This design comes from an exercise in tuning for a short achievable clock period and few clock cycles per item on the open sky130 flow, not from production work. The RTL was checked by simulation tests, not by an equivalence proof against the original design. Power is estimated from default activity; no workload was simulated.

<file path="design/flow/design.v">
`timescale 1ns/1ps
`default_nettype none
package rv32i_pkg;
    typedef logic [31:0] word_t;
    typedef logic [4:0]  reg_idx_t;
    typedef logic [3:0]  byte_en_t;
    localparam logic [6:0] OP_REG   = 7'b0110011;
    localparam logic [6:0] OP_IMM   = 7'b0010011;
    localparam logic [6:0] OP_LUI   = 7'b0110111;
    localparam logic [6:0] OP_LOAD  = 7'b0000011;
    localparam logic [6:0] OP_STORE = 7'b0100011;
endpackage
`default_nettype wire
`timescale 1ns/1ps
`default_nettype none
module rv32i_core #(
    parameter rv32i_pkg::word_t RESET_PC = '0
) (
    input  logic                clk,
    input  logic                rst_n,
    output logic                instr_read,
    output rv32i_pkg::word_t    instr_addr,
    input  logic                instr_resp,
    input  rv32i_pkg::word_t    instr_rdata,
    output logic                data_read,
    output logic                data_write,
    output rv32i_pkg::byte_en_t data_mbe,
    output rv32i_pkg::word_t    data_addr,
    output rv32i_pkg::word_t    data_wdata,
    input  logic                data_resp,
    input  rv32i_pkg::word_t    data_rdata
);
    localparam int NF = 8;    
    localparam int NM = 4;    
    logic issue;
    logic [29:0] pc_q;
    logic        ireq_q;
    logic        fetch_ok;
    logic [31:0] fq [NF];
    logic [2:0]  fq_rp;
    logic [2:0]  fq_wp;
    logic [NF-1:0] fq_occ;    
    logic        fq_nz;
    logic        fq_pop;
    logic        fq_push;
    logic        i2_valid;
    logic        i2_free;
    logic        ir_valid;
    logic        ir_free;
    logic [31:0] w;
    assign instr_read = ireq_q;
    assign instr_addr = {pc_q, 2'b00};
    assign fetch_ok   = ireq_q && instr_resp;
    assign ir_free = !ir_valid || issue;
    assign i2_free = !i2_valid || ir_free;
    assign fq_nz   = fq_occ[0];
    assign fq_pop  = i2_free && fq_nz;
    assign fq_push = fetch_ok && !(i2_free && !fq_nz);
    always_ff @(posedge clk) begin
        if (!rst_n) begin
            pc_q     <= RESET_PC[31:2];
            ireq_q   <= 1'b1;
            fq_rp    <= '0;
            fq_wp    <= '0;
            fq_occ   <= '0;
            i2_valid <= 1'b0;
            ir_valid <= 1'b0;
        end else begin
            if (fetch_ok) begin
                pc_q <= pc_q + 30'd1;
            end
            case ({fq_push, fq_pop})
                2'b10: begin
                    fq_occ <= {fq_occ[NF-2:0], 1'b1};
                    ireq_q <= !fq_occ[NF-2];
                end
                2'b01: begin
                    fq_occ <= {1'b0, fq_occ[NF-1:1]};
                    ireq_q <= 1'b1;
                end
                default: begin
                    ireq_q <= !fq_occ[NF-1];
                end
            endcase
            if (fq_push) begin
                fq_wp <= fq_wp + 3'd1;
            end
            if (fq_pop) begin
                fq_rp <= fq_rp + 3'd1;
            end
            if (i2_free) begin
                i2_valid <= fq_nz || fetch_ok;
            end
            if (ir_free) begin
                ir_valid <= i2_valid;
            end
        end
    end
    always_ff @(posedge clk) begin
        if (fetch_ok) begin
            fq[fq_wp] <= instr_rdata;
        end
    end
    assign w = fq_nz ? fq[fq_rp] : instr_rdata;
    logic        d_use1, d_use2, d_wr, d_ld, d_st, d_bimm, d_azero;
    logic [31:0] d_imm;
    logic        d_add, d_cmp, d_cmpu, d_xor, d_or, d_and, d_sll, d_sr, d_sub, d_sra;
    logic [2:0]  f3;
    assign f3 = w[14:12];
    always_comb begin
        d_use1  = 1'b0;
        d_use2  = 1'b0;
        d_wr    = 1'b0;
        d_ld    = 1'b0;
        d_st    = 1'b0;
        d_bimm  = 1'b0;
        d_azero = 1'b0;
        d_imm   = {{20{w[31]}}, w[31:20]};
        d_add   = 1'b0;
        d_cmp   = 1'b0;
        d_cmpu  = 1'b0;
        d_xor   = 1'b0;
        d_or    = 1'b0;
        d_and   = 1'b0;
        d_sll   = 1'b0;
        d_sr    = 1'b0;
        d_sub   = 1'b0;
        d_sra   = 1'b0;
        case (w[6:0])
            rv32i_pkg::OP_REG, rv32i_pkg::OP_IMM: begin
                d_use1 = 1'b1;
                d_use2 = w[6:0] == rv32i_pkg::OP_REG;
                d_bimm = w[6:0] == rv32i_pkg::OP_IMM;
                d_wr   = 1'b1;
                d_add  = f3 == 3'b000;
                d_sll  = f3 == 3'b001;
                d_cmp  = f3 == 3'b010 || f3 == 3'b011;
                d_cmpu = f3[0];
                d_xor  = f3 == 3'b100;
                d_sr   = f3 == 3'b101;
                d_or   = f3 == 3'b110;
                d_and  = f3 == 3'b111;
                d_sub  = (f3 == 3'b000 && w[30] && w[6:0] == rv32i_pkg::OP_REG) || f3 == 3'b010 || f3 == 3'b011;
                d_sra  = w[30];
            end
            rv32i_pkg::OP_LUI: begin
                d_wr    = 1'b1;
                d_bimm  = 1'b1;
                d_azero = 1'b1;
                d_add   = 1'b1;
                d_imm   = {w[31:12], 12'h000};
            end
            rv32i_pkg::OP_LOAD: begin
                d_use1 = 1'b1;
                d_wr   = 1'b1;
                d_ld   = 1'b1;
                d_bimm = 1'b1;
                d_add  = 1'b1;
            end
            rv32i_pkg::OP_STORE: begin
                d_use1 = 1'b1;
                d_use2 = 1'b1;
                d_st   = 1'b1;
                d_bimm = 1'b1;
                d_add  = 1'b1;
                d_imm  = {{20{w[31]}}, w[31:25], w[11:7]};
            end
            default: ;
        endcase
        if (w[11:7] == 5'd0) begin
            d_wr = 1'b0;
        end
    end
    logic [4:0]  i2_rs1, i2_rs2, i2_rd;
    logic [31:0] i2_rs1_oh, i2_rs2_oh, i2_rd_oh;
    logic        i2_use1, i2_use2, i2_wr, i2_ld, i2_st, i2_bimm, i2_azero;
    logic [31:0] i2_imm;
    logic [2:0]  i2_f3;
    logic        i2_add, i2_cmp, i2_cmpu, i2_xor, i2_or, i2_and, i2_sll, i2_sr, i2_sub, i2_sra;
    always_ff @(posedge clk) begin
        if (i2_free) begin
            i2_rs1    <= w[19:15];
            i2_rs2    <= w[24:20];
            i2_rd     <= w[11:7];
            i2_rs1_oh <= 32'd1 << w[19:15];
            i2_rs2_oh <= 32'd1 << w[24:20];
            i2_rd_oh  <= 32'd1 << w[11:7];
            i2_use1   <= d_use1;
            i2_use2   <= d_use2;
            i2_wr     <= d_wr;
            i2_ld     <= d_ld;
            i2_st     <= d_st;
            i2_bimm   <= d_bimm;
            i2_azero  <= d_azero;
            i2_imm    <= d_imm;
            i2_f3     <= f3;
            i2_add    <= d_add;
            i2_cmp    <= d_cmp;
            i2_cmpu   <= d_cmpu;
            i2_xor    <= d_xor;
            i2_or     <= d_or;
            i2_and    <= d_and;
            i2_sll    <= d_sll;
            i2_sr     <= d_sr;
            i2_sub    <= d_sub;
            i2_sra    <= d_sra;
        end
    end
    logic [4:0]  ir_rs1, ir_rs2, ir_rd;
    logic [31:0] ir_rs1_oh, ir_rs2_oh, ir_rd_oh;
    logic        ir_use1, ir_use2, ir_wr, ir_ld, ir_st, ir_bimm, ir_azero;
    logic [31:0] ir_imm;
    logic [2:0]  ir_f3;
    logic        ir_add, ir_cmp, ir_cmpu, ir_xor, ir_or, ir_and, ir_sll, ir_sr, ir_sub, ir_sra;
    always_ff @(posedge clk) begin
        if (ir_free) begin
            ir_rs1    <= i2_rs1;
            ir_rs2    <= i2_rs2;
            ir_rd     <= i2_rd;
            ir_rs1_oh <= i2_rs1_oh;
            ir_rs2_oh <= i2_rs2_oh;
            ir_rd_oh  <= i2_rd_oh;
            ir_use1   <= i2_use1;
            ir_use2   <= i2_use2;
            ir_wr     <= i2_wr;
            ir_ld     <= i2_ld;
            ir_st     <= i2_st;
            ir_bimm   <= i2_bimm;
            ir_azero  <= i2_azero;
            ir_imm    <= i2_imm;
            ir_f3     <= i2_f3;
            ir_add    <= i2_add;
            ir_cmp    <= i2_cmp;
            ir_cmpu   <= i2_cmpu;
            ir_xor    <= i2_xor;
            ir_or     <= i2_or;
            ir_and    <= i2_and;
            ir_sll    <= i2_sll;
            ir_sr     <= i2_sr;
            ir_sub    <= i2_sub;
            ir_sra    <= i2_sra;
        end
    end
    logic        e1_valid;
    logic [31:0] e1_a, e1_b, e1_s;
    logic        e1_fa, e1_fb, e1_fs;
    logic [4:0]  e1_rd;
    logic        e1_wr, e1_ld, e1_st;
    logic [2:0]  e1_f3;
    logic        e1_add, e1_cmp, e1_cmpu, e1_xor, e1_or, e1_and, e1_sll, e1_sr, e1_sub, e1_sra;
    logic        e2_valid;
    logic [31:0] e2_p;         
    logic [31:0] e2_c0;        
    logic [31:0] e2_pp;        
    logic [3:0]  e2_g;         
    logic [3:0]  e2_pa;        
    logic        e2_cin;
    logic [31:0] e2_x;         
    logic [1:0]  e2_sh;        
    logic        e2_sll, e2_sr, e2_sra;
    logic        e2_a31, e2_b31;
    logic [4:0]  e2_rd;
    logic        e2_wr, e2_ld, e2_st;
    logic [2:0]  e2_f3;
    logic        e2_add, e2_cmp, e2_cmpu;
    logic [3:0]  e2_mbe;
    logic [31:0] e2_wd;
    logic [31:0] res_q;
    logic [31:0] res_oh;       
    logic [31:0] lr_q;
    logic [31:0] lr_oh;
    logic [31:0] busy;
    logic        mq_ld   [NM];
    logic        mq_st   [NM];
    logic [29:0] mq_addr [NM];
    logic [1:0]  mq_off  [NM];
    logic [2:0]  mq_f3   [NM];
    logic [4:0]  mq_rd   [NM];
    logic        mq_wr   [NM];
    logic [3:0]  mq_mbe  [NM];
    logic [31:0] mq_wd   [NM];
    logic [NM-1:0] mq_occ;    
    logic [NM-1:0] mem_inf;   
    logic        room;
    assign room = !mem_inf[NM-1];
    logic        e1_alu, e2_fwd, e1_mem, e2_mem;
    logic        push_here   [NM];
    logic        push_behind [NM];
    logic        mq_pop;
    logic        ret_ok;     
    logic        ret_now;    
    assign e1_alu  = e1_valid && e1_wr && !e1_ld;
    assign e2_fwd  = e2_valid && e2_wr && !e2_ld;
    assign e1_mem  = e1_valid && (e1_ld || e1_st);
    assign e2_mem  = e2_valid && (e2_ld || e2_st);
    assign mq_pop  = (mq_ld[0] || mq_st[0]) && data_resp;
    assign ret_ok  = mq_ld[0] && mq_wr[0];
    assign ret_now = ret_ok && data_resp;
    logic [31:0] regs [32];
    always_ff @(posedge clk) begin
        if (!rst_n) begin
            for (int i = 0; i < 32; i++) begin
                regs[i] <= '0;
            end
        end else begin
            for (int i = 1; i < 32; i++) begin
                if (res_oh[i]) begin
                    regs[i] <= res_q;
                end else if (lr_oh[i]) begin
                    regs[i] <= lr_q;
                end
            end
        end
    end
    logic ir_b1, ir_b2, ir_bd, ir_m1, ir_m2, ir_f1, ir_f2, ir_r1, ir_r2, ir_l1, ir_l2;
    logic ir_t1, ir_t2, ir_td;
    logic ir_ldwr, ir_aluwr;
    assign ir_ldwr  = ir_ld && ir_wr;
    assign ir_aluwr = ir_wr && !ir_ld;
    function automatic logic [4:0] next_state(
        input logic [4:0]  rs,
        input logic [31:0] rs_oh,
        input logic [31:0] busy_v,
        input logic [4:0]  ir_rd_v,
        input logic        set_v,      
        input logic        alu_v,      
        input logic        clr_v,      
        input logic [4:0]  head_rd,
        input logic        e1_alu_v,
        input logic [4:0]  e1_rd_v,
        input logic        e2_fwd_v,
        input logic [4:0]  e2_rd_v
    );
        logic b, m, f, r, l;
        b = ((|(busy_v & rs_oh)) && !(clr_v && head_rd == rs)) || (set_v && ir_rd_v == rs);
        m = alu_v && ir_rd_v == rs;
        f = e1_alu_v && e1_rd_v == rs;
        r = e2_fwd_v && e2_rd_v == rs;
        l = clr_v && head_rd == rs && !r;
        next_state = {b, m, f, r, l};
    endfunction
    logic hm0_ok, hm1_ok, hme_ok, pb0, ph0;
    assign hm0_ok = mq_ld[0] && mq_wr[0];
    assign hm1_ok = mq_ld[1] && mq_wr[1];
    assign hme_ok = e2_valid && e2_ld && e2_wr;
    assign pb0    = push_behind[0];
    assign ph0    = push_here[0];
    function automatic logic head_next(
        input logic [4:0] rs,
        input logic       pop
    );
        logic t_pop, t_stay;
        t_pop  = (hm1_ok && mq_rd[1] == rs) || (pb0 && hme_ok && e2_rd == rs);
        t_stay = (hm0_ok && mq_rd[0] == rs) || (ph0 && hme_ok && e2_rd == rs);
        head_next = pop ? t_pop : t_stay;
    endfunction
    logic [4:0] n1_hold, n2_hold, nd_hold, n1_new, n2_new, nd_new;
    logic       set_now, alu_now;
    assign set_now = issue && ir_ldwr;
    assign alu_now = issue && ir_aluwr;
    always_comb begin
        n1_hold = next_state(ir_rs1, ir_rs1_oh, busy, ir_rd, 1'b0, 1'b0, ret_now, mq_rd[0],
                             e1_alu, e1_rd, e2_fwd, e2_rd);
        n2_hold = next_state(ir_rs2, ir_rs2_oh, busy, ir_rd, 1'b0, 1'b0, ret_now, mq_rd[0],
                             e1_alu, e1_rd, e2_fwd, e2_rd);
        nd_hold = next_state(ir_rd, ir_rd_oh, busy, ir_rd, 1'b0, 1'b0, ret_now, mq_rd[0],
                             e1_alu, e1_rd, e2_fwd, e2_rd);
        n1_new  = next_state(i2_rs1, i2_rs1_oh, busy, ir_rd, set_now, alu_now, ret_now, mq_rd[0],
                             e1_alu, e1_rd, e2_fwd, e2_rd);
        n2_new  = next_state(i2_rs2, i2_rs2_oh, busy, ir_rd, set_now, alu_now, ret_now, mq_rd[0],
                             e1_alu, e1_rd, e2_fwd, e2_rd);
        nd_new  = next_state(i2_rd, i2_rd_oh, busy, ir_rd, set_now, alu_now, ret_now, mq_rd[0],
                             e1_alu, e1_rd, e2_fwd, e2_rd);
    end
    always_ff @(posedge clk) begin
        if (ir_free) begin
            {ir_b1, ir_m1, ir_f1, ir_r1, ir_l1} <= n1_new;
            {ir_b2, ir_m2, ir_f2, ir_r2, ir_l2} <= n2_new;
            ir_bd <= nd_new[4];
            ir_t1 <= head_next(i2_rs1, mq_pop);
            ir_t2 <= head_next(i2_rs2, mq_pop);
            ir_td <= head_next(i2_rd, mq_pop);
        end else begin
            {ir_b1, ir_m1, ir_f1, ir_r1, ir_l1} <= n1_hold;
            {ir_b2, ir_m2, ir_f2, ir_r2, ir_l2} <= n2_hold;
            ir_bd <= nd_hold[4];
            ir_t1 <= head_next(ir_rs1, mq_pop);
            ir_t2 <= head_next(ir_rs2, mq_pop);
            ir_td <= head_next(ir_rd, mq_pop);
        end
    end
    logic        ret1, ret2, retd;
    logic        haz1, haz2, hazd;
    logic [31:0] rf1, rf2, v1, v2;
    logic [31:0] sh;
    logic [31:0] ld_val;
    assign ret1 = ir_t1;
    assign ret2 = ir_t2;
    assign retd = ir_td;
    assign haz1 = ir_use1 && ((ir_b1 && !(ret1 && data_resp)) || ir_m1);
    assign haz2 = ir_use2 && ((ir_b2 && !(ret2 && data_resp)) || ir_m2);
    assign hazd = ir_wr && ir_bd && !(retd && data_resp);
    assign issue = ir_valid && !haz1 && !haz2 && !hazd && (!(ir_ld || ir_st) || room);
    always_comb begin
        rf1 = '0;
        rf2 = '0;
        for (int i = 1; i < 32; i++) begin
            rf1 = rf1 | ({32{ir_rs1_oh[i]}} & regs[i]);
            rf2 = rf2 | ({32{ir_rs2_oh[i]}} & regs[i]);
        end
        if (ir_r1) begin
            v1 = res_q;
        end else if (ir_l1) begin
            v1 = lr_q;
        end else if (ret1) begin
            v1 = ld_val;
        end else begin
            v1 = rf1;
        end
        if (ir_r2) begin
            v2 = res_q;
        end else if (ir_l2) begin
            v2 = lr_q;
        end else if (ret2) begin
            v2 = ld_val;
        end else begin
            v2 = rf2;
        end
    end
    always_ff @(posedge clk) begin
        if (!rst_n) begin
            e1_valid <= 1'b0;
            busy     <= '0;
            mem_inf  <= '0;
        end else begin
            e1_valid <= issue && (ir_wr || ir_ld || ir_st);
            busy     <= (busy & ~((ret_now) ? (32'd1 << mq_rd[0]) : 32'd0))
                      | (set_now ? (ir_rd_oh & ~32'd1) : 32'd0);
            case ({issue && (ir_ld || ir_st), mq_pop})
                2'b10:   mem_inf <= {mem_inf[NM-2:0], 1'b1};
                2'b01:   mem_inf <= {1'b0, mem_inf[NM-1:1]};
                default: ;
            endcase
        end
    end
    always_ff @(posedge clk) begin
        e1_a    <= ir_azero ? 32'd0 : v1;
        e1_fa   <= ir_f1 && !ir_azero;
        e1_b    <= ir_bimm ? ir_imm : v2;
        e1_fb   <= ir_f2 && !ir_bimm;
        e1_s    <= v2;
        e1_fs   <= ir_f2;
        e1_rd   <= ir_rd;
        e1_wr   <= ir_wr;
        e1_ld   <= ir_ld;
        e1_st   <= ir_st;
        e1_f3   <= ir_f3;
        e1_add  <= ir_add;
        e1_cmp  <= ir_cmp;
        e1_cmpu <= ir_cmpu;
        e1_xor  <= ir_xor;
        e1_or   <= ir_or;
        e1_and  <= ir_and;
        e1_sll  <= ir_sll;
        e1_sr   <= ir_sr;
        e1_sub  <= ir_sub;
        e1_sra  <= ir_sra;
    end
    logic [31:0] a, b, s, bx;
    logic [31:0] gg, p, c0, pp;
    logic [3:0]  bg, bp;
    logic [1:0]  lo2;
    logic [31:0] slc, src, x;
    logic [32:0] src_w;
    logic [31:0] st_data;
    logic [3:0]  st_mbe;
    assign a  = e1_fa ? res_q : e1_a;
    assign b  = e1_fb ? res_q : e1_b;
    assign s  = e1_fs ? res_q : e1_s;
    assign bx = b ^ {32{e1_sub}};
    assign gg = a & bx;
    assign p  = a ^ bx;
    always_comb begin
        for (int k = 0; k < 4; k++) begin
            c0[8*k] = 1'b0;
            pp[8*k] = 1'b1;
            for (int i = 1; i < 8; i++) begin
                c0[8*k+i] = gg[8*k+i-1] || (p[8*k+i-1] && c0[8*k+i-1]);
                pp[8*k+i] = pp[8*k+i-1] && p[8*k+i-1];
            end
            bg[k] = gg[8*k+7] || (p[8*k+7] && c0[8*k+7]);
            bp[k] = pp[8*k+7] && p[8*k+7];
        end
    end
    assign lo2 = a[1:0] + bx[1:0] + {1'b0, e1_sub};
    assign slc   = a << {b[4:2], 2'b00};
    assign src_w = $signed({e1_sra && a[31], a}) >>> {b[4:2], 2'b00};
    assign src   = src_w[31:0];
    assign x = ({32{e1_xor}} & (a ^ b))
             | ({32{e1_or}}  & (a | b))
             | ({32{e1_and}} & (a & b))
             | ({32{e1_sll}} & slc)
             | ({32{e1_sr}}  & src);
    always_comb begin
        case (e1_f3[1:0])
            2'b00:   st_data = {4{s[7:0]}};
            2'b01:   st_data = {2{s[15:0]}};
            default: st_data = s;
        endcase
        case (e1_f3[1:0])
            2'b00:   st_mbe = 4'b0001 << lo2;
            2'b01:   st_mbe = 4'b0011 << lo2;
            default: st_mbe = 4'b1111;
        endcase
    end
    always_ff @(posedge clk) begin
        if (!rst_n) begin
            e2_valid <= 1'b0;
        end else begin
            e2_valid <= e1_valid;
        end
    end
    always_ff @(posedge clk) begin
        e2_p    <= p;
        e2_c0   <= c0;
        e2_pp   <= pp;
        e2_g    <= bg;
        e2_pa   <= bp;
        e2_cin  <= e1_sub;
        e2_x    <= x;
        e2_sh   <= b[1:0];
        e2_sll  <= e1_sll;
        e2_sr   <= e1_sr;
        e2_sra  <= e1_sra;
        e2_a31  <= a[31];
        e2_b31  <= b[31];
        e2_rd   <= e1_rd;
        e2_wr   <= e1_wr;
        e2_ld   <= e1_ld;
        e2_st   <= e1_st;
        e2_f3   <= e1_f3;
        e2_add  <= e1_add;
        e2_cmp  <= e1_cmp;
        e2_cmpu <= e1_cmpu;
        e2_mbe  <= st_mbe;
        e2_wd   <= st_data;
    end
    logic [4:0]  c;       
    logic [31:0] cb;      
    logic [31:0] sum;
    logic        lt;
    logic [31:0] sl_v, sr_v;
    logic [32:0] sr_w;
    logic [31:0] ex2_res;
    always_comb begin
        c[0] = e2_cin;
        for (int k = 0; k < 4; k++) begin
            c[k + 1] = e2_g[k] || (e2_pa[k] && c[k]);
        end
        for (int k = 0; k < 4; k++) begin
            cb[8*k +: 8] = e2_c0[8*k +: 8] | (e2_pp[8*k +: 8] & {8{c[k]}});
        end
    end
    assign sum  = e2_p ^ cb;
    assign lt   = e2_cmpu ? !c[4] : ((e2_a31 != e2_b31) ? e2_a31 : sum[31]);
    assign sl_v = e2_x << e2_sh;
    assign sr_w = $signed({e2_sra && e2_x[31], e2_x}) >>> e2_sh;
    assign sr_v = sr_w[31:0];
    assign ex2_res = ({32{e2_add}} & sum)
                   | ({32{e2_cmp}} & {31'd0, lt})
                   | ({32{e2_sll}} & sl_v)
                   | ({32{e2_sr}}  & sr_v)
                   | ({32{!(e2_add || e2_cmp || e2_sll || e2_sr)}} & e2_x);
    always_ff @(posedge clk) begin
        if (!rst_n) begin
            res_oh <= '0;
        end else begin
            res_oh <= e2_fwd ? ((32'd1 << e2_rd) & ~32'd1) : 32'd0;
        end
    end
    always_ff @(posedge clk) begin
        res_q <= ex2_res;
    end
    assign data_read  = mq_ld[0];
    assign data_write = mq_st[0];
    assign data_addr  = {mq_addr[0], 2'b00};
    assign data_mbe   = mq_mbe[0];
    assign data_wdata = mq_wd[0];
    always_comb begin
        for (int i = 0; i < NM; i++) begin
            push_here[i]   = e2_mem && (i == 0 || mq_occ[(i + NM - 1) % NM]) && !mq_occ[i];
            push_behind[i] = e2_mem && mq_occ[i] && (i + 1 == NM || !mq_occ[(i + 1) % NM]);
        end
    end
    always_ff @(posedge clk) begin
        if (!rst_n) begin
            mq_occ <= '0;
            for (int i = 0; i < NM; i++) begin
                mq_ld[i] <= 1'b0;
                mq_st[i] <= 1'b0;
            end
        end else begin
            case ({e2_mem, mq_pop})
                2'b10:   mq_occ <= {mq_occ[NM-2:0], 1'b1};
                2'b01:   mq_occ <= {1'b0, mq_occ[NM-1:1]};
                default: ;
            endcase
            for (int i = 0; i < NM; i++) begin
                if (mq_pop) begin
                    if (push_behind[i]) begin
                        mq_ld[i] <= e2_ld;
                        mq_st[i] <= e2_st;
                    end else if (i + 1 < NM) begin
                        mq_ld[i] <= mq_ld[(i + 1) % NM];
                        mq_st[i] <= mq_st[(i + 1) % NM];
                    end else begin
                        mq_ld[i] <= 1'b0;
                        mq_st[i] <= 1'b0;
                    end
                end else if (push_here[i]) begin
                    mq_ld[i] <= e2_ld;
                    mq_st[i] <= e2_st;
                end
            end
        end
    end
    always_ff @(posedge clk) begin
        for (int i = 0; i < NM; i++) begin
            if (mq_pop) begin
                if (push_behind[i]) begin
                    mq_addr[i] <= sum[31:2];
                    mq_off[i]  <= sum[1:0];
                    mq_f3[i]   <= e2_f3;
                    mq_rd[i]   <= e2_rd;
                    mq_wr[i]   <= e2_wr;
                    mq_mbe[i]  <= e2_mbe;
                    mq_wd[i]   <= e2_wd;
                end else if (i + 1 < NM) begin
                    mq_addr[i] <= mq_addr[(i + 1) % NM];
                    mq_off[i]  <= mq_off[(i + 1) % NM];
                    mq_f3[i]   <= mq_f3[(i + 1) % NM];
                    mq_rd[i]   <= mq_rd[(i + 1) % NM];
                    mq_wr[i]   <= mq_wr[(i + 1) % NM];
                    mq_mbe[i]  <= mq_mbe[(i + 1) % NM];
                    mq_wd[i]   <= mq_wd[(i + 1) % NM];
                end
            end else if (push_here[i]) begin
                mq_addr[i] <= sum[31:2];
                mq_off[i]  <= sum[1:0];
                mq_f3[i]   <= e2_f3;
                mq_rd[i]   <= e2_rd;
                mq_wr[i]   <= e2_wr;
                mq_mbe[i]  <= e2_mbe;
                mq_wd[i]   <= e2_wd;
            end
        end
    end
    assign sh = data_rdata >> {mq_off[0], 3'b000};
    always_comb begin
        case (mq_f3[0])
            3'b000:  ld_val = {{24{sh[7]}}, sh[7:0]};
            3'b001:  ld_val = {{16{sh[15]}}, sh[15:0]};
            3'b100:  ld_val = {24'd0, sh[7:0]};
            3'b101:  ld_val = {16'd0, sh[15:0]};
            default: ld_val = data_rdata;
        endcase
    end
    always_ff @(posedge clk) begin
        if (!rst_n) begin
            lr_oh <= '0;
        end else begin
            lr_oh <= ret_now ? ((32'd1 << mq_rd[0]) & ~32'd1) : 32'd0;
        end
    end
    always_ff @(posedge clk) begin
        lr_q <= ld_val;
    end
endmodule
`default_nettype wire
</file>
<file path="design/flow/run.sh">
#!/bin/bash
# synth_recipe.tcl (not shown) runs the flow's synth.tcl, then flattens the netlist and writes it again
# the make line also repeats each setting of config.mk as NAME=value (left out here)
make -C /OpenROAD-flow-scripts/flow DESIGN_CONFIG=/design/flow/config.mk WORK_HOME=/design/flow/orfs CLKGATE_MAP_FILE= SYNTH_SCRIPT=/design/flow/synth_recipe.tcl finish
</file>
<file path="design/flow/config.mk">
export PLATFORM = sky130hd
export DESIGN_NAME = rv32i_core
export DESIGN_NICKNAME = rv32i_core
export VERILOG_FILES = /design/flow/design.v
export SDC_FILE = /design/flow/constraint.sdc
export NUM_CORES = 4
export LEC_CHECK = 0
export CAP_MARGIN = 20
export CORE_MARGIN = 2
export CORE_UTILIZATION = 30
export PLACE_DENSITY = 0.35
export SETUP_SLACK_MARGIN = 3.0
export SLEW_MARGIN = 20
</file>
<file path="design/flow/constraint.sdc">
create_clock -name core_clock -period 5.5 [get_ports {clk}]
set_input_delay 1.1000 -clock core_clock [delete_from_list [all_inputs] [get_ports {clk}]]
set_output_delay 1.1000 -clock core_clock [all_outputs]
set_load 0.01 [all_outputs]
</file>
==> summary.md, run 1 <==
| Metric | Value |
|---|---|
| DR pass1 iterations | 9 |
| Maximum number of pins on one net before global-route repair | 183 |
| Area share of the leading cell type in the synthesized netlist | 28.5% |
| GPL Wtd Cong | 0.886 |
| Final wirelength | 722000 microns |
| RSZ-0062 raised after global routing | yes |
| PD cells | 486 nW/um^2 |
| CP endpoint kind | flop |
| Yosys Warn Count | 13 |
| Die area | 400000 sq um |
| Worst-case clock buffer depth | 4 |
| Fin. Hold Viols | 0 |
| Synth top area cells | dfxtp_1 (29%), edfxtp_1 (19%), mux2i_1 (9.8%) |
| I/O pin cnt | between 150 and 200 |
| Cell variety after synth | 79 |
| CTS tree | built |
| Pre-CTS WS | around 0.90 ns |
| HP Class | flop to flop |
| IO Port Bufs | 166 |
| Nets@finish | 13100 |
| Setup CP Type | flop to flop |
| Fmax | 356 MHz |
| Share of cells above drive strength 1 | about 18% |
| Largest family of logic cells by synthesized area | compound AO/OA/AOI/OAI gates |
| Post-layout min period | 2.81 ns |
| Worst-path clk slew | 0.06 ns |
| Critical Path Slowest Stage Cell | nor3_4 |
| Run status | finished clean |
| Root Driver | clkbuf_16 |
| Cells after DPL | 17200 |
| Initial DRC Count | 16000 |
| Die width | 633 microns |
| Final Non-Filler Cells | around 18000 |
| Vias in the first global route | 100000 |
| Compound-Gate Fraction of Synth Area | a little under a fifth |
| Die H | roughly 630 microns |
| CP Max Fanout | 3 |
| DR vias | 111000 |
| Most frequent cell after synthesis | dfxtp_1 |
| Hold_ws | 0.342 ns |
| DRT antenna net count | 0 |
| Worst slew margin | 15.8% |
| Simple-Gate Fraction of Synth Area | 15.7% |
| Gr usage total | 34.2% |
| Post-synthesis sequential area ratio | ~47% |
| First-pass GRT wire length | 936000 microns |
| Number of synthesized register bits | roughly 2400 |
| Syn avg cell area | 9.32 sq um |
| Syn Std Cell Area | 119000 sq um |
| Initial antenna violation count | 80 |
| Area growth from synthesis to layout | 25.3% |
| Cell breakdown of the critical path | buf_4 > buf_6 > a22o_1 > a221oi_2 > nand4_1 > nor3_4 > nor3_4 > a221o_1 > mux2_4 |
| Worst EP arrival | 3.67 ns |
| Largest area contributor in the synthesized netlist | dfxtp_1 |
| Fin. max-slew vios | 0 |
| Top cell by count, worst path | nor3_4 |
| Mux cell area share after synthesis | between 10% and 20% |
| Crit start category | flop |
| Sink Count | 2424 |
| Pleak | between 50 and 60 nW |
| Post-synth EDFFs | 736 |
| Inserted Clock Buffers | 312 |
| Core Area | about 400000 sq um |
| TNS Setup | 0 ns |
| Final WS setup | 2.69 ns |
| # setup viols final | 0 |
| Final Cycle Share | slightly above 50% |
| H-tree depth | 5 |
| Synth Area in Adders | 1.15% |
| XOR/XNOR Fraction of Synth Area | under 10% |
| Clock latency on the worst-skew pair | 0.99 ns |
| Max-capacitance violation count | 0 |
| Post-Synthesis Cells | 12700 |
| Fin util | 37.8% |
| Critical Path RT | around 6.4 ns |
| Worst slew pin tran | 1.26 ns |
| Gr ovfl total | 0 |
| Largest stage delay, worst path | approximately 0.51 ns |
| Hpwl dp | 406000 microns |
| Maximum VDD drop | 0.329 mV |
| Initial core utilization | 30.2% |
| # DRC | 0 |
| Routed wire per std cell | 39.2 microns |
| Rows | 230 |
| Worst Skew | 0.0455 ns |
| Top post-synthesis cells by count | dfxtp_1 (1688), nand2_1 (1687), o21ai_0 (1253) |
| Synth Flop Type | dfxtp_1 |
| Vias per cell | 6.01 |
| Ys async rst share | 0% |
final cells by class:
type | count | area [sq um]
fillers | 38900 | 244000
flip-flops and latches | 2424 | 56300
clock buffers | 471 | 9240
clock inverters | 103 | 1100
repair inverters | 1 | 7.51
well taps | 5220 | 6530
multi-input cells | 8844 | 61500
diodes | 42 | 105
repair buffers | 1114 | 13000
inverters | 194 | 783
critical path: cells and delay by family (launching register included):
family	cells	cell delay, ns
muxes	1	0.27
buffers and inverters	2	0.31
DFF	1	0.49
AOI/OAI and AO/OA	3	0.74
and+or+nand+nor	3	0.86
state kept, by name, summed over array words and instances, names as in the netlist, 120 cells and up, named ones only:
name and count:
mq_wd 128, fq 256, regs 992, mq_addr 120
final timing paths:
path / startpoint / endpoint / slack, ns / depth (start not counted)
hold / removal: ir_add$_DFFE_PN_ / e1_add$_DFF_P_ / 0.34 / 0
setup / recovery: ir_rs2_oh[7]$_DFFE_PN_ / e1_b[15]$_DFF_P_ / 2.69 / 9
hold reg to reg: ir_add$_DFFE_PN_ / e1_add$_DFF_P_ / 0.34 / 0
setup reg to reg: ir_rs2_oh[7]$_DFFE_PN_ / e1_b[15]$_DFF_P_ / 2.69 / 9
metal layers:
layer  global-route usage (%)  vias to the layer above  part of all wire (%)
li1                         -                    46100                     -
met1                     45.4                    55200                    42
met2                     49.4                     7353                    41
met3                     10.3                     1902                    11
met4                     18.3                       34                   6.2
met5                   0.0362                        -                 0.040
cells in the final DEF, fill, tap and decap left out, types with 44 or more instances in the layout:
cell / synthesis / layout
clkbuf_16: 0 / 340
dfxtp_2: 0 / 49
ha_1: 108 / 99
nor3_4: 0 / 46
nand2_1: 1687 / 1661
a221oi_1: 366 / 170
mux2i_1: 1165 / 1110
and2_1: 1045 / 1042
mux4_2: 56 / 58
nand4_1: 167 / 167
buf_6: 7 / 175
o21ai_0: 1253 / 1200
xnor2_1: 122 / 107
a211oi_1: 55 / 53
inv_1: 192 / 167
a221oi_2: 1 / 185
dfxtp_1: 1688 / 1546
clkinv_2: 0 / 47
buf_12: 0 / 185
o22ai_1: 112 / 108
o211ai_1: 69 / 69
a21oi_1: 367 / 345
clkbuf_1: 1084 / 89
a21boi_0: 52 / 44
buf_2: 29 / 53
clkdlybuf4s50_1: 0 / 54
a22oi_1: 458 / 424
a22o_1: 325 / 321
clkbuf_8: 0 / 60
buf_4: 7 / 530
dfxtp_4: 0 / 93
nand3_1: 157 / 141
nor2_1: 623 / 586
xor2_1: 81 / 72
edfxtp_1: 736 / 736
power by group:
part,total [mW],switching (mW),internal (mW)
logic,26.0,17.8,8.23
clock network,21.2,8.72,12.5
registers,24.9,3.17,21.8
what timing repair did:
action                                  4_1_cts  5_1_grt
setup buffers                               322      227
hold buffers                                  0        0
pin swaps                                   206      316
resized for setup                          1252      504
endpoints found under the setup margin     1309      738
cloned                                       38       21
per-stage QoR:
step | cell area [sq um] | power, mW
floorplan | 119000 | 32.7
global placement | 126000 | 43.9
detailed placement | 126000 | 44.0
CTS | 143000 | 69.0
global route | 148000 | 73.5
finish | 149000 | 72.2
logic make-up (layout without fill, tap and decap cells):
kind of cell             after synthesis  after routing
buffers and inverters               1471           1883
AO/OA/AOI/OAI                       3305           3310
adder cells (fa/ha/maj)              109            109
AND/OR/NAND/NOR                     3945           3952
multiplexers                        1265           1266
XOR/XNOR                             203            203
flip-flops                          2424           2424
other                                  1             46
Testbench counts, summed over its fixed seeds: cycles 32,247, instrs 25,048.
==> run 2, diff against run 1 <==
--- a/design/flow/design.v
+++ b/design/flow/design.v
@@ -246,2 +246,5 @@
     logic        e1_fa, e1_fb, e1_fs;
+    logic        e1_sd;        
+    logic [4:0]  e1_sa;        
+    logic        e1_fsa;
     logic [4:0]  e1_rd;
@@ -267,2 +270,3 @@
     logic [31:0] e2_wd;
+    logic        e2_sd;
     logic [31:0] res_q;
@@ -315,2 +319,3 @@
     logic ir_b1, ir_b2, ir_bd, ir_m1, ir_m2, ir_f1, ir_f2, ir_r1, ir_r2, ir_l1, ir_l2;
+    logic ir_u1, ir_u2;
     logic ir_t1, ir_t2, ir_td;
@@ -319,3 +324,3 @@
     assign ir_aluwr = ir_wr && !ir_ld;
-    function automatic logic [4:0] next_state(
+    function automatic logic [5:0] next_state(
         input logic [4:0]  rs,
@@ -326,2 +331,3 @@
         input logic        alu_v,      
+        input logic        lui_v,      
         input logic        clr_v,      
@@ -333,5 +339,6 @@
     );
-        logic b, m, f, r, l;
+        logic b, m, u, f, r, l;
         b = ((|(busy_v & rs_oh)) && !(clr_v && head_rd == rs)) || (set_v && ir_rd_v == rs);
         m = alu_v && ir_rd_v == rs;
+        u = lui_v && ir_rd_v == rs;
         f = e1_alu_v && e1_rd_v == rs;
@@ -339,3 +346,3 @@
         l = clr_v && head_rd == rs && !r;
-        next_state = {b, m, f, r, l};
+        next_state = {b, m, u, f, r, l};
     endfunction
@@ -356,18 +363,19 @@
     endfunction
-    logic [4:0] n1_hold, n2_hold, nd_hold, n1_new, n2_new, nd_new;
-    logic       set_now, alu_now;
+    logic [5:0] n1_hold, n2_hold, nd_hold, n1_new, n2_new, nd_new;
+    logic       set_now, alu_now, lui_now;
     assign set_now = issue && ir_ldwr;
-    assign alu_now = issue && ir_aluwr;
+    assign alu_now = issue && ir_aluwr && !ir_azero;
+    assign lui_now = issue && ir_wr && ir_azero;
     always_comb begin
-        n1_hold = next_state(ir_rs1, ir_rs1_oh, busy, ir_rd, 1'b0, 1'b0, ret_now, mq_rd[0],
+        n1_hold = next_state(ir_rs1, ir_rs1_oh, busy, ir_rd, 1'b0, 1'b0, 1'b0, ret_now, mq_rd[0],
                              e1_alu, e1_rd, e2_fwd, e2_rd);
-        n2_hold = next_state(ir_rs2, ir_rs2_oh, busy, ir_rd, 1'b0, 1'b0, ret_now, mq_rd[0],
+        n2_hold = next_state(ir_rs2, ir_rs2_oh, busy, ir_rd, 1'b0, 1'b0, 1'b0, ret_now, mq_rd[0],
                              e1_alu, e1_rd, e2_fwd, e2_rd);
-        nd_hold = next_state(ir_rd, ir_rd_oh, busy, ir_rd, 1'b0, 1'b0, ret_now, mq_rd[0],
+        nd_hold = next_state(ir_rd, ir_rd_oh, busy, ir_rd, 1'b0, 1'b0, 1'b0, ret_now, mq_rd[0],
                              e1_alu, e1_rd, e2_fwd, e2_rd);
-        n1_new  = next_state(i2_rs1, i2_rs1_oh, busy, ir_rd, set_now, alu_now, ret_now, mq_rd[0],
+        n1_new  = next_state(i2_rs1, i2_rs1_oh, busy, ir_rd, set_now, alu_now, lui_now, ret_now, mq_rd[0],
                              e1_alu, e1_rd, e2_fwd, e2_rd);
-        n2_new  = next_state(i2_rs2, i2_rs2_oh, busy, ir_rd, set_now, alu_now, ret_now, mq_rd[0],
+        n2_new  = next_state(i2_rs2, i2_rs2_oh, busy, ir_rd, set_now, alu_now, lui_now, ret_now, mq_rd[0],
                              e1_alu, e1_rd, e2_fwd, e2_rd);
-        nd_new  = next_state(i2_rd, i2_rd_oh, busy, ir_rd, set_now, alu_now, ret_now, mq_rd[0],
+        nd_new  = next_state(i2_rd, i2_rd_oh, busy, ir_rd, set_now, alu_now, lui_now, ret_now, mq_rd[0],
                              e1_alu, e1_rd, e2_fwd, e2_rd);
@@ -376,5 +384,5 @@
         if (ir_free) begin
-            {ir_b1, ir_m1, ir_f1, ir_r1, ir_l1} <= n1_new;
-            {ir_b2, ir_m2, ir_f2, ir_r2, ir_l2} <= n2_new;
-            ir_bd <= nd_new[4];
+            {ir_b1, ir_m1, ir_u1, ir_f1, ir_r1, ir_l1} <= n1_new;
+            {ir_b2, ir_m2, ir_u2, ir_f2, ir_r2, ir_l2} <= n2_new;
+            ir_bd <= nd_new[5];
             ir_t1 <= head_next(i2_rs1, mq_pop);
@@ -383,5 +391,5 @@
         end else begin
-            {ir_b1, ir_m1, ir_f1, ir_r1, ir_l1} <= n1_hold;
-            {ir_b2, ir_m2, ir_f2, ir_r2, ir_l2} <= n2_hold;
-            ir_bd <= nd_hold[4];
+            {ir_b1, ir_m1, ir_u1, ir_f1, ir_r1, ir_l1} <= n1_hold;
+            {ir_b2, ir_m2, ir_u2, ir_f2, ir_r2, ir_l2} <= n2_hold;
+            ir_bd <= nd_hold[5];
             ir_t1 <= head_next(ir_rs1, mq_pop);
@@ -400,3 +408,3 @@
     assign haz1 = ir_use1 && ((ir_b1 && !(ret1 && data_resp)) || ir_m1);
-    assign haz2 = ir_use2 && ((ir_b2 && !(ret2 && data_resp)) || ir_m2);
+    assign haz2 = ir_use2 && ((ir_b2 && !(ret2 && data_resp)) || (ir_m2 && !ir_st));
     assign hazd = ir_wr && ir_bd && !(retd && data_resp);
@@ -410,3 +418,5 @@
         end
-        if (ir_r1) begin
+        if (ir_u1) begin
+            v1 = e1_b;
+        end else if (ir_r1) begin
             v1 = res_q;
@@ -419,3 +429,5 @@
         end
-        if (ir_r2) begin
+        if (ir_u2) begin
+            v2 = e1_b;
+        end else if (ir_r2) begin
             v2 = res_q;
@@ -447,7 +459,10 @@
         e1_a    <= ir_azero ? 32'd0 : v1;
-        e1_fa   <= ir_f1 && !ir_azero;
+        e1_fa   <= ir_f1 && !ir_u1 && !ir_azero;
         e1_b    <= ir_bimm ? ir_imm : v2;
-        e1_fb   <= ir_f2 && !ir_bimm;
+        e1_fb   <= ir_f2 && !ir_u2 && !ir_bimm;
         e1_s    <= v2;
-        e1_fs   <= ir_f2;
+        e1_fs   <= ir_f2 && !ir_u2 && !ir_m2;
+        e1_sd   <= ir_m2;
+        e1_sa   <= (ir_sll || ir_sr) ? (ir_bimm ? ir_imm[4:0] : v2[4:0]) : 5'd0;
+        e1_fsa  <= (ir_sll || ir_sr) && ir_f2 && !ir_u2 && !ir_bimm;
         e1_rd   <= ir_rd;
@@ -480,2 +495,4 @@
     assign bx = b ^ {32{e1_sub}};
+    logic [4:0] sa;
+    assign sa = e1_fsa ? res_q[4:0] : e1_sa;
     assign gg = a & bx;
@@ -495,4 +512,4 @@
     assign lo2 = a[1:0] + bx[1:0] + {1'b0, e1_sub};
-    assign slc   = a << {b[4:2], 2'b00};
-    assign src_w = $signed({e1_sra && a[31], a}) >>> {b[4:2], 2'b00};
+    assign slc   = a << {sa[4:2], 2'b00};
+    assign src_w = $signed({e1_sra && a[31], a}) >>> {sa[4:2], 2'b00};
     assign src   = src_w[31:0];
@@ -530,3 +547,3 @@
         e2_x    <= x;
-        e2_sh   <= b[1:0];
+        e2_sh   <= sa[1:0];
         e2_sll  <= e1_sll;
@@ -546,2 +563,3 @@
         e2_wd   <= st_data;
+        e2_sd   <= e1_sd;
     end
@@ -564,2 +582,14 @@
     assign sum  = e2_p ^ cb;
+    logic [31:0] wd;
+    always_comb begin
+        if (e2_sd) begin
+            case (e2_f3[1:0])
+                2'b00:   wd = {4{res_q[7:0]}};
+                2'b01:   wd = {2{res_q[15:0]}};
+                default: wd = res_q;
+            endcase
+        end else begin
+            wd = e2_wd;
+        end
+    end
     assign lt   = e2_cmpu ? !c[4] : ((e2_a31 != e2_b31) ? e2_a31 : sum[31]);
@@ -636,3 +666,3 @@
                     mq_mbe[i]  <= e2_mbe;
-                    mq_wd[i]   <= e2_wd;
+                    mq_wd[i]   <= wd;
                 end else if (i + 1 < NM) begin
@@ -653,3 +683,3 @@
                 mq_mbe[i]  <= e2_mbe;
-                mq_wd[i]   <= e2_wd;
+                mq_wd[i]   <= wd;
             end
==> summary.md, run 2 <==
| Metric | Value |
|---|---|
| Run status | finished clean |
| Gr usage total | 34.8% |
| Fin util | 37.4% |
| Most frequent cells in the layout | nand2_1 (1633), dfxtp_1 (1529), o21ai_0 (1291) |
| WL met3 | 76200 microns |
| Critical Path RT | 6.36 ns |
| Switching Fraction | 28.9% |
| DR vias | 113000 |
| Routed wire per std cell | 39.5 microns |
| RR Startpoint | ir_rs2_oh[22]$_DFFE_PN_ |
| # setup viols final | 0 |
| Number of synthesized register bits | around 2400 |
| Clock power share | between 40% and 50% |
| CTS tree | built |
| CP startpoint | ir_rs2_oh[22]$_DFFE_PN_ |
| Post-synthesis sequential area ratio | 46.2% |
| Initial DRC Count | 16300 |
| Nets@finish | around 13000 |
| Maximum number of pins on one net before global-route repair | 234 |
| Core Area | 403000 sq um |
| Register area | 56600 sq um |
| Synth top area cells | dfxtp_1 (28%), edfxtp_1 (18%), mux2i_1 (9.9%) |
| Commonest non-fill, non-tap cell in the layout | nand2_1 |
| Fin. Hold Viols | 0 |
| Final wirelength | 746000 microns |
| CP endpoint kind | flop |
| CP endpoint | e1_b[31]$_DFF_P_ |
| Worst slew pin tran | roughly 1.3 ns |
| Internal Pwr Total | 34.8 mW |
| Worst-case clock buffer depth | 4 |
| Post-layout min period | about 2.8 ns |
| Die width | 640 microns |
| Critical R2R Capture | e1_b[31]$_DFF_P_ |
| Comb pwr share | 13.1% |
| Area share of the leading cell type in the synthesized netlist | 28.0% |
| HP Class | flop to flop |
| Pleak | approximately 53 nW |
| Vias in the first global route | 104000 |
| Syn Std Cell Area | 122000 sq um |
| Biggest register | regs |
| Post-Synthesis Cells | 13100 |
| Die area | 410000 sq um |
| CP Max Fanout | 33 |
| Share of power burned in registers | 43.2% |
| Die H | 640 microns |
| Synth Flop Type | dfxtp_1 |
| Top sig layer | met5 |
| NetSw | 14.1 mW |
| Fill count | 40100 |
| Gr ovfl total | 0 |
| Largest area contributor in the synthesized netlist | dfxtp_1 |
| RSZ-0062 raised after global routing | yes |
| Reg2reg setup slack | 2.68 ns |
| Share of cells above drive strength 1 | 17.9% |
| Final Cycle Share | 51.3% |
| Worst Skew | ~0.05 ns |
| H-tree depth | 5 |
| Most frequent cell after synthesis | dfxtp_1 |
| Area of the multi-input gates | 64200 sq um |
| Worst reg2reg path depth | 7 |
| Worst EP arrival | 3.68 ns |
| Inserted Clock Buffers | 313 |
| Metal2 WL | about 310000 microns |
| DR pass1 iterations | 10 |
| Ys async rst share | 0% |
| Fin. max-slew vios | 0 |
| Fmax | 355 MHz |
| DRT antenna net count | 0 |
| Worst slew margin | between 10% and 20% |
| Wl on met1 | 313000 microns |
| Rows | 233 |
| Sink Count | 2434 |
| GPL Wtd Cong | 0.892 |
| # DRC | 0 |
| PD cells | ~320 nW/um^2 |
| Max FFs per register | ~990 |
| First-pass GRT wire length | 975000 microns |
| Setup CP Type | flop to flop |
| IO Port Bufs | 166 |
| Initial antenna violation count | 58 |
| Yosys Warn Count | 13 |
| Worst-path clk slew | roughly 0.060 ns |
| I/O pin cnt | 171 |
| # hold bufs at CTS | 0 |
| Root Driver | clkbuf_16 |
| Cell variety after synth | 94 |
| Max-capacitance violation count | 0 |
| Post-synth EDFFs | 736 |
| Top post-synthesis cells by count | dfxtp_1 (1698), nand2_1 (1664), o21ai_0 (1332) |
| Syn avg cell area | 9.27 sq um |
| Area growth from synthesis to layout | 24.1% |
| Hpwl dp | between 400000 and 500000 microns |
| Initial core utilization | 30.2% |
| Maximum VDD drop | 0.215 mV |
| Vias per cell | 5.98 |
| Clock latency on the worst-skew pair | 0.98 ns |
| Crit start category | flop |
| Top Registers | regs x992, fq x256, mq_wd x128 |
| Total power | 48.9 mW |
==> run 2: changes by cell type after synthesis, moves of 33 or more <==
cell | before | now
a21o_1 | 49 | 86
o21ai_0 | 1253 | 1332
a211oi_1 | 55 | 140
a21oi_1 | 367 | 531
inv_1 | 192 | 159
o22ai_1 | 112 | 46
a221oi_1 | 366 | 312
==> run 2: final cells by class <==
| cell class | instances | share of cell area, % |
|---|---|---|
| multi-input cells | 9216 | 42.6 |
| flip-flops and latches | 2434 | 37.5 |
| repair buffers | 1072 | 8.04 |
| repair inverters | 1 | 0.00415 |
| inverters | 166 | 0.477 |
| clock buffers | 458 | 6.06 |
| clock inverters | 109 | 0.806 |
| diodes | 27 | 0.0448 |
| well taps | 5405 | 4.48 |
==> run 2: worst min-delay path by stage <==
stage                   startpoint             end  slack (ns)  cells after the start
floorplan           e1_add$_DFF_P_  e2_add$_DFF_P_        0.31                      0
global placement     e1_sd$_DFF_P_   e2_sd$_DFF_P_        0.31                      0
detailed placement   e1_sd$_DFF_P_   e2_sd$_DFF_P_        0.31                      0
CTS                  e1_sd$_DFF_P_   e2_sd$_DFF_P_        0.33                      0
global route         e1_sd$_DFF_P_   e2_sd$_DFF_P_        0.33                      0
finish               e1_sd$_DFF_P_   e2_sd$_DFF_P_        0.32                      0
==> run 2: what timing repair did <==
item	CTS	global route
cloned	33	13
endpoints found under the setup margin	1330	633
setup buffers	369	131
gates resized for setup	1291	396
pin swaps	202	208
==> run 2: per-stage QoR <==
| step | cell area, sq um | setup WS (ns) | TNS [ns] | std cells | hold slack (ns) |
|---|---|---|---|---|---|
| 2_1_floorplan | 122000 | 2.43 | 0 | 13100 | 0.310 |
| 3_3_place_gp | 129000 | -0.0135 | -0.0135 | 17700 | 0.313 |
| 3_5_place_dp | 129000 | 1.17 | 0 | 17700 | 0.313 |
| 4_1_cts | 148000 | 2.70 | 0 | 18700 | 0.325 |
| 5_1_grt | 151000 | 2.69 | 0 | 18900 | 0.332 |
| 6_report | 151000 | 2.68 | 0 | 18900 | 0.324 |
==> run 2: cells by family (layout without fill, tap and decap cells) <==
kind of cell | count (synthesis) | count (layout) | synth area share, %
flops | 2434 | 2434 | 46.2
mux | 1313 | 1314 | 11.6
fa+ha+maj | 107 | 107 | 1.10
compound gates | 3614 | 3616 | 19.3
simple gates | 3974 | 3981 | 15.7
other cells | 1 | 31 | 0.00309
xor+xnor | 194 | 194 | 1.40
buf+inv | 1479 | 1806 | 4.69
==> run 2: power by group through the flow <==
stage               clock network (mW)  logic (mW)  registers (mW)
detailed placement                   0        5.13            21.5
finish                            21.4        6.39            21.1
floorplan                            0        3.08            20.8
global placement                     0        5.05            21.5
global route                      22.4        6.72            21.2
CTS                               21.7        5.94            21.1
==> run 2: layer usage <==
metal  GRT usage (%)  up-vias
li1                -    47500
met2            50.7     6893
met4            18.2       36
met1            46.8    56800
met5               0        -
met3            9.53     1713
==> run 2: critical path: stages (launching register included) <==
cell and delay (ns):
edfxtp_1 0.42, buf_12 0.23, a22o_1 0.31, a221oi_2 0.18, nand4_1 0.27, nor3_4 0.69
o41ai_2 0.14, mux2_4 0.31
Testbench counts of run 2, summed over its fixed seeds: cycles 31,524, instrs 25,048.
==> run 3, diff against run 2 <==
--- a/design/flow/design.v
+++ b/design/flow/design.v
@@ -219,4 +219,2 @@
             ir_rd     <= i2_rd;
-            ir_rs1_oh <= i2_rs1_oh;
-            ir_rs2_oh <= i2_rs2_oh;
             ir_rd_oh  <= i2_rd_oh;
@@ -243,2 +241,6 @@
     end
+    always_ff @(posedge clk) begin
+        ir_rs1_oh <= ir_free ? i2_rs1_oh : (32'd1 << ir_rs1);
+        ir_rs2_oh <= ir_free ? i2_rs2_oh : (32'd1 << ir_rs2);
+    end
     logic        e1_valid;
==> summary.md, run 3 <==
| Metric | Value |
|---|---|
| Clock latency on the worst-skew pair | 1.02 ns |
| Total power | between 50 and 60 mW |
| Initial core utilization | 30.1% |
| Worst path bufs/invs | 1 |
| Gr ovfl total | 0 |
| Pre-CTS WS | 0.745 ns |
| Setup CP Type | flop to flop |
| # setup viols final | 0 |
| Final wirelength | 760000 microns |
| HP Class | flop to flop |
| Fin. Hold Viols | 0 |
| Largest area contributor in the synthesized netlist | dfxtp_1 |
| Vias in the first global route | 105000 |
| # hold bufs at CTS | 0 |
| RR Startpoint | ir_rs2_oh[17]$_DFF_P_ |
| Root Driver | clkbuf_16 |
| Fmax | 329 MHz |
| Max-capacitance violation count | 0 |
| Worst slew margin | 16.1% |
| Cell variety after synth | 82 |
| Critical Path RT | 6.36 ns |
| Largest stage delay, worst path | 0.77 ns |
| GPL Wtd Cong | around 0.91 |
| Crit start category | flop |
| Routed wire per std cell | 41.3 microns |
| Final Cycle Share | 55.3% |
| Post-Synthesis Cells | 12700 |
| DR vias | 115000 |
| Share of cells above drive strength 1 | 20.5% |
| First-pass GRT wire length | ~990000 microns |
| Ys async rst share | 0% |
| # DRC | 0 |
| Synth Flop Type | dfxtp_1 |
| Worst-case clock buffer depth | 4 |
| Hold path start | e1_f3[2]$_DFF_P_ |
| DRT antenna net count | 0 |
| Worst-path clk slew | ~0.06 ns |
| Die width | 631 microns |
| Worst Skew | roughly 0.076 ns |
| Area growth from synthesis to layout | 26.5% |
| Worst EP arrival | 3.89 ns |
| I/O pin cnt | 171 |
| Maximum VDD drop | 0.286 mV |
| Rows | 230 |
| Worst slew pin tran | 1.26 ns |
| Yosys Warn Count | 13 |
| Nets@finish | 13000 |
| Area share of the leading cell type in the synthesized netlist | ~30% |
| Max FFs per register | 992 |
| Core Area | 392000 sq um |
| Top post-synthesis cells by count | dfxtp_1 (1762), nor2_1 (1601), clkbuf_1 (1123) |
| Syn avg cell area | 9.29 sq um |
| PD cells | 380 nW/um^2 |
| Synth top area cells | dfxtp_1 (30%), edfxtp_1 (17%), a211oi_1 (6.9%) |
| Initial antenna violation count | 63 |
| Cell breakdown of the critical path | buf_12 > a22oi_1 > and4_1 > nand4_1 > o221ai_2 > a22oi_2 > a221o_1 |
| Syn Std Cell Area | 118000 sq um |
| Number of synthesized register bits | 2434 |
| H-tree depth | 5 |
| Commonest non-fill, non-tap cell in the layout | dfxtp_1 |
| DR pass1 iterations | 7 |
| Biggest register | regs |
| Critical Path Slowest Stage Cell | nand4_1 |
| IO Port Bufs | 166 |
| Top Registers | regs x992, fq x256, mq_wd x128 |
| CP endpoint kind | flop |
| Gr usage total | 36.5% |
| Sink Count | 2434 |
| Fin. max-slew vios | 0 |
| Inserted Clock Buffers | 312 |
| Final WS setup | 2.46 ns |
| Post-synth EDFFs | 672 |
| Die H | 631 microns |
| Most frequent cell after synthesis | dfxtp_1 |
| Post-layout min period | 3.04 ns |
| RSZ-0062 raised after global routing | yes |
| CP startpoint | ir_rs2_oh[17]$_DFF_P_ |
| Most frequent cells in the layout | dfxtp_1 (1547), nor2_1 (1507), a211oi_1 (1074) |
| CP Max Fanout | 15 |
| Run status | finished clean |
| Hpwl dp | 453000 microns |
| Die area | 398000 sq um |
| Top delay family on crit path | compound AO/OA/AOI/OAI gates |
| CTS tree | built |
| Pleak | roughly 54 nW |
| Post-synthesis sequential area ratio | a little under half |
| Initial DRC Count | 15900 |
| Maximum number of pins on one net before global-route repair | 146 |
| Vias per cell | roughly 6.2 |
[run 3: cell types whose count changed in the layout (fill, tap and decap cells not counted), moves of 44 or more]
cell,change
edfxtp_1,-64
a21oi_1,+478
a211oi_1,+940
a22oi_1,-66
nor2_1,+963
and2_1,-1033
o21ai_0,-939
buf_4,+62
nor2b_1,+496
mux2i_1,-501
nand2_1,-981
buf_6,+44
[run 3: metal layers]
metal / share of wire (%) / vias up / global-route usage, % / routed length (microns)
met5: 0.028 / - / 0 / 211
met4: 8.2 / 18 / 25.0 / 62500
met3: 10 / 2260 / 10.4 / 76000
met2: 43 / 7510 / 54.6 / 323000
met1: 39 / 57600 / 45.4 / 298000
li1: - / 47400 / - / -
[run 3: stage by stage]
step / util [%] / cell area (sq um) / instances / setup TNS (ns) / hold WS (ns)
floorplan: - / 119000 / 12700 / -94.69 / 0.310
global placement: 32.1 / 126000 / 17200 / 0 / 0.313
detailed placement: 32.1 / 126000 / 17200 / 0 / 0.318
CTS: 36.9 / 145000 / 18100 / 0 / 0.323
global route: 38.1 / 149000 / 18300 / 0 / 0.333
finish: 38.1 / 149000 / 18400 / 0 / 0.325
[run 3: area by class of cell]
type	instances	area, sq um
Antenna cell	43	108
Clock buffer	454	9070
Clock inverter	113	1280
Fill cell	38700	243000
Inverter	140	647
Multi-Input combinational cell	8783	62200
Sequential cell	2434	56100
Tap cell	5220	6530
Timing Repair Buffer	1186	13200
Timing Repair inverter	2	17.5
[run 3: report_power, final]
part / leakage, nW / internal (mW) / switching, mW / total, mW
clock network: 5.10 / 12.5 / 8.91 / 21.4
registers: 21.3 / 20.5 / 2.15 / 22.7
logic: 27.3 / 4.38 / 8.20 / 12.6
[run 3: cells by family after synthesis]
family,count (synthesis),synth area share (%)
AO/OA/AOI/OAI,4109,24.1
XOR/XNOR,203,1.51
adder cells (fa/ha/maj),107,1.14
buffers and inverters,1488,4.80
flip-flops,2434,47.1
multiplexers,830,7.78
other,1,0.00318
AND/OR/NAND/NOR,3518,13.6
[run 3: what timing repair did]
| action | 4_1_cts | 5_1_grt |
|---|---|---|
| cloned | 28 | 11 |
| gates resized for setup | 1382 | 553 |
| setup endpoints to repair | 1409 | 710 |
| buffers inserted | 389 | 181 |
| pin swaps | 198 | 261 |
[run 3: path summary, 6_finish.rpt]
| path | slack, ns | to | cells after the start |
|---|---|---|---|
| max reg2reg | 2.46 | e1_b[14]$_DFF_P_ | 7 |
| max | 2.46 | e1_b[14]$_DFF_P_ | 7 |
| min | 0.33 | e2_f3[2]$_DFF_P_ | 0 |
| min reg2reg | 0.33 | e2_f3[2]$_DFF_P_ | 0 |
Testbench counts of run 3, summed over its fixed seeds: cycles 31,524, instrs 25,048.

separate check: timing with driven ports:
The results above use ideal ports. As a check the final layouts listed here were re-extracted and re-timed, cells and wires unchanged.
Step 1, drivers: a clkbuf_16 drives clk and a buf_2 each remaining input, both assumed.
Step 2 moves the port delays by t, midway between the first and last clock arrival at a register: inputs arrive t later, outputs are due t later. That takes back most of the time a late clock gives input paths.
Three values: ideal ports, drivers, drivers and shift; two values: the first two.
run | t, ns | setup WS [ns] | slew at the worst register clock pin (ns) | worst slew at a driven data input, ns
run 1 | 1.066 | 2.689 / 2.689 / 1.823 | 0.07 / 0.07 | 0.21
run 2 | 1.073 | 2.681 / 2.681 / 1.926 | 0.07 / 0.07 | 0.09
run 3 | 1.095 | 2.461 / 2.461 / 1.900 | 0.07 / 0.07 | 0.13
After both steps setup and hold are still met in every run listed. The setup slack of run 1, which loses most, moves by 0.000 ns with the drivers and by -0.866 ns with both steps.
